Background: an optimization exercise with open tools, aiming at small area, a short achievable clock period and few clock cycles per item. Do not read the settings as production practice. Function was checked by simulation only, so behaviour that the tests miss may differ from the original. Power figures rest on the tool's default switching activity, not on a simulated workload.

## before
## mul_pipe
module mul_pipe #(
  parameter int WIDTH  = 32,
  parameter int STAGES = 3,
  parameter int TAG_W  = 5
) (
  input  logic             clk,
  input  logic             resetn,
  input  logic             in_valid,
  output logic             in_ready,
  input  logic [WIDTH-1:0] a,
  input  logic [WIDTH-1:0] b,
  input  logic [1:0]       mul_type,
  input  logic [TAG_W-1:0] in_tag,
  input  logic             flush,
  output logic             out_valid,
  input  logic             out_ready,
  output logic [WIDTH-1:0] out_res,
  output logic [TAG_W-1:0] out_tag,
  output logic             busy
);
  logic valid;
  logic en;
  logic sx;
  logic sy;
  logic lo_q;
  logic [TAG_W-1:0] tag_q;
  logic [63:0] sum;
  logic [63:0] q0;
  logic [63:0] q1;
  logic one1;
  logic two2;
  logic neg3;
  logic u4;
  logic u5;
  logic u6;
  logic u7;
  logic u8;
  logic u9;
  logic u10;
  logic u11;
  logic u12;
  logic u13;
  logic u14;
  logic u15;
  logic u16;
  logic u17;
  logic u18;
  logic u19;
  logic u20;
  logic u21;
  logic u22;
  logic u23;
  logic u24;
  logic u25;
  logic u26;
  logic u27;
  logic u28;
  ...
Size: ~2,300 cells after synthesis, about 130 flip-flops, roughly 120 I/O pins.
==> flow/config.mk <==
export PLATFORM = sky130hd
export DESIGN_NAME = mul_pipe
export DESIGN_NICKNAME = mul_pipe
export VERILOG_FILES = /design/flow/design.v
export SDC_FILE = /design/flow/constraint.sdc
export NUM_CORES = 4
export LEC_CHECK = 0
export CAP_MARGIN = 20
export CORE_MARGIN = 2
export CORE_UTILIZATION = 55
export SLEW_MARGIN = 20
export SYNTH_HIERARCHICAL = 1
==> flow/constraint.sdc <==
create_clock -name core_clock -period 12.0 [get_ports {clk}]
set_input_delay 2.4000 -clock core_clock [delete_from_list [all_inputs] [get_ports {clk}]]
set_output_delay 2.4000 -clock core_clock [all_outputs]
set_load 0.01 [all_outputs]
standard.sh (not shown) runs the stock make flow with config.mk's settings and CLKGATE_MAP_FILE= SYNTH_SCRIPT=/design/flow/synth_recipe.tcl, a recipe that flattens the netlist after the stock synthesis.
==> flow/flow/run.sh <==
#!/bin/bash
# Standard layout, with timing repair aiming 5.7 ns below the clock period
# (the constraints themselves are unchanged), and every port buffered with
# buf_2 instead of the default port buffer.
set -euo pipefail
export SETUP_SLACK_MARGIN=5.7
export BUFFER_PORTS_ARGS="-buffer_cell sky130_fd_sc_hd__buf_2"
bash standard.sh finish > standard.log 2>&1
Testbench counts of before, summed over its fixed seeds: cycles 4,808, items 4,800.
Input-level comparison between after and before:
==> flow/flow/run.sh <==
#!/bin/bash
# Standard layout, with timing repair aiming 5.5 ns below the clock period
# (the constraints themselves are unchanged), and every port buffered with
# buf_2 instead of the default port buffer.
set -euo pipefail
export SETUP_SLACK_MARGIN=5.5
export BUFFER_PORTS_ARGS="-buffer_cell sky130_fd_sc_hd__buf_2"
bash standard.sh finish > standard.log 2>&1
==> notes.md <==
Summary of after over before: count of cells resized by post-cts repair went down by 35, worst-case headroom to the max-slew limit went down by 0.49 points, buffer and inverter count on the worst path was more or less identical. For after, the timing startpoint of the critical path was b[25], unlike before, where it was b[21]. In after the fraction of layout instances using a drive strength above 1 turned out 4.2 points lower than in before. Lower layout filler cell count goes to before over after. Compare before and after | relative contribution of combinational cells to total power lower: after.

========
mul_pipe again, from the RTL that the note above started with.
clock: 12.0 ns
lec_check: 0
cap_margin: 20
core_margin: 2
core_utilization: 70
slew_margin: 20
synth_hierarchical: 1
==> flow/flow/run.sh <==
#!/bin/bash
# Standard layout, with timing repair aiming 5.5 ns below the clock period
# (the constraints themselves are unchanged), and every port buffered with
# buf_2 instead of the default port buffer.
set -euo pipefail
export SETUP_SLACK_MARGIN=5.5
export BUFFER_PORTS_ARGS="-buffer_cell sky130_fd_sc_hd__buf_2"
bash standard.sh finish > standard.log 2>&1
The baseline passed the timing, DRC and antenna checks.
Testbench counts at the start, summed over its fixed seeds: cycles 4,808, items 4,800.
==> next run, changes <==
--- a/flow/flow/run.sh
+++ b/flow/flow/run.sh
@@ -2 +2 @@
-# Standard layout, with timing repair aiming 5.5 ns below the clock period
+# Standard layout, with timing repair aiming 5.25 ns below the clock period
@@ -6 +6 @@
-export SETUP_SLACK_MARGIN=5.5
+export SETUP_SLACK_MARGIN=5.25
--- a/flow/config.mk
+++ b/flow/config.mk
@@ -10 +10 @@
-export CORE_UTILIZATION = 70
+export CORE_UTILIZATION = 55
After rerunning:
- The changed run produced a clean layout
- synthesized area is unchanged
- power went down by about 0.9%
- routed wire length went up by about 3%
- sequential power barely changes
- via count went down by about 3.6%

static timing again, ports no longer ideal:
The flow's constraints put no driver on any port. The routed layouts listed below were extracted and timed again, unchanged, in two steps.
Step 1 (the two cells are an assumption about what drives the block):
set clk [get_ports {clk}]
set_driving_cell -lib_cell sky130_fd_sc_hd__clkbuf_16 $clk
set_driving_cell -lib_cell sky130_fd_sc_hd__buf_2 [delete_from_list [all_inputs] $clk]
Step 2 also shifts input and output timing later by t, the mid clock arrival at the registers, as if the neighbouring blocks saw the same clock.
a / b / c = ideal ports / drivers / drivers and shift; a / b = the first two.
run	t, ns	setup WS [ns]	hold slack, ns	worst setup path at the end	worst data-port slew with drivers (ns)
before	0.510	5.703 / 5.719 / 5.221	1.321 / 1.321 / 1.321	input to register	0.04
after	0.557	5.581 / 5.544 / 5.071	1.331 / 1.331 / 1.331	input to register	0.03
the first run of note 2	0.504	5.508 / 5.529 / 5.031	1.287 / 1.287 / 1.287	input to register	0.04
the second run of note 2	0.559	5.377 / 5.314 / 4.887	0.971 / 0.971 / 0.971	input to register	0.04
After both steps every run listed still meets setup and hold. The setup slack of after, which loses most, moves by -0.037 ns with the drivers and by -0.510 ns with both steps.
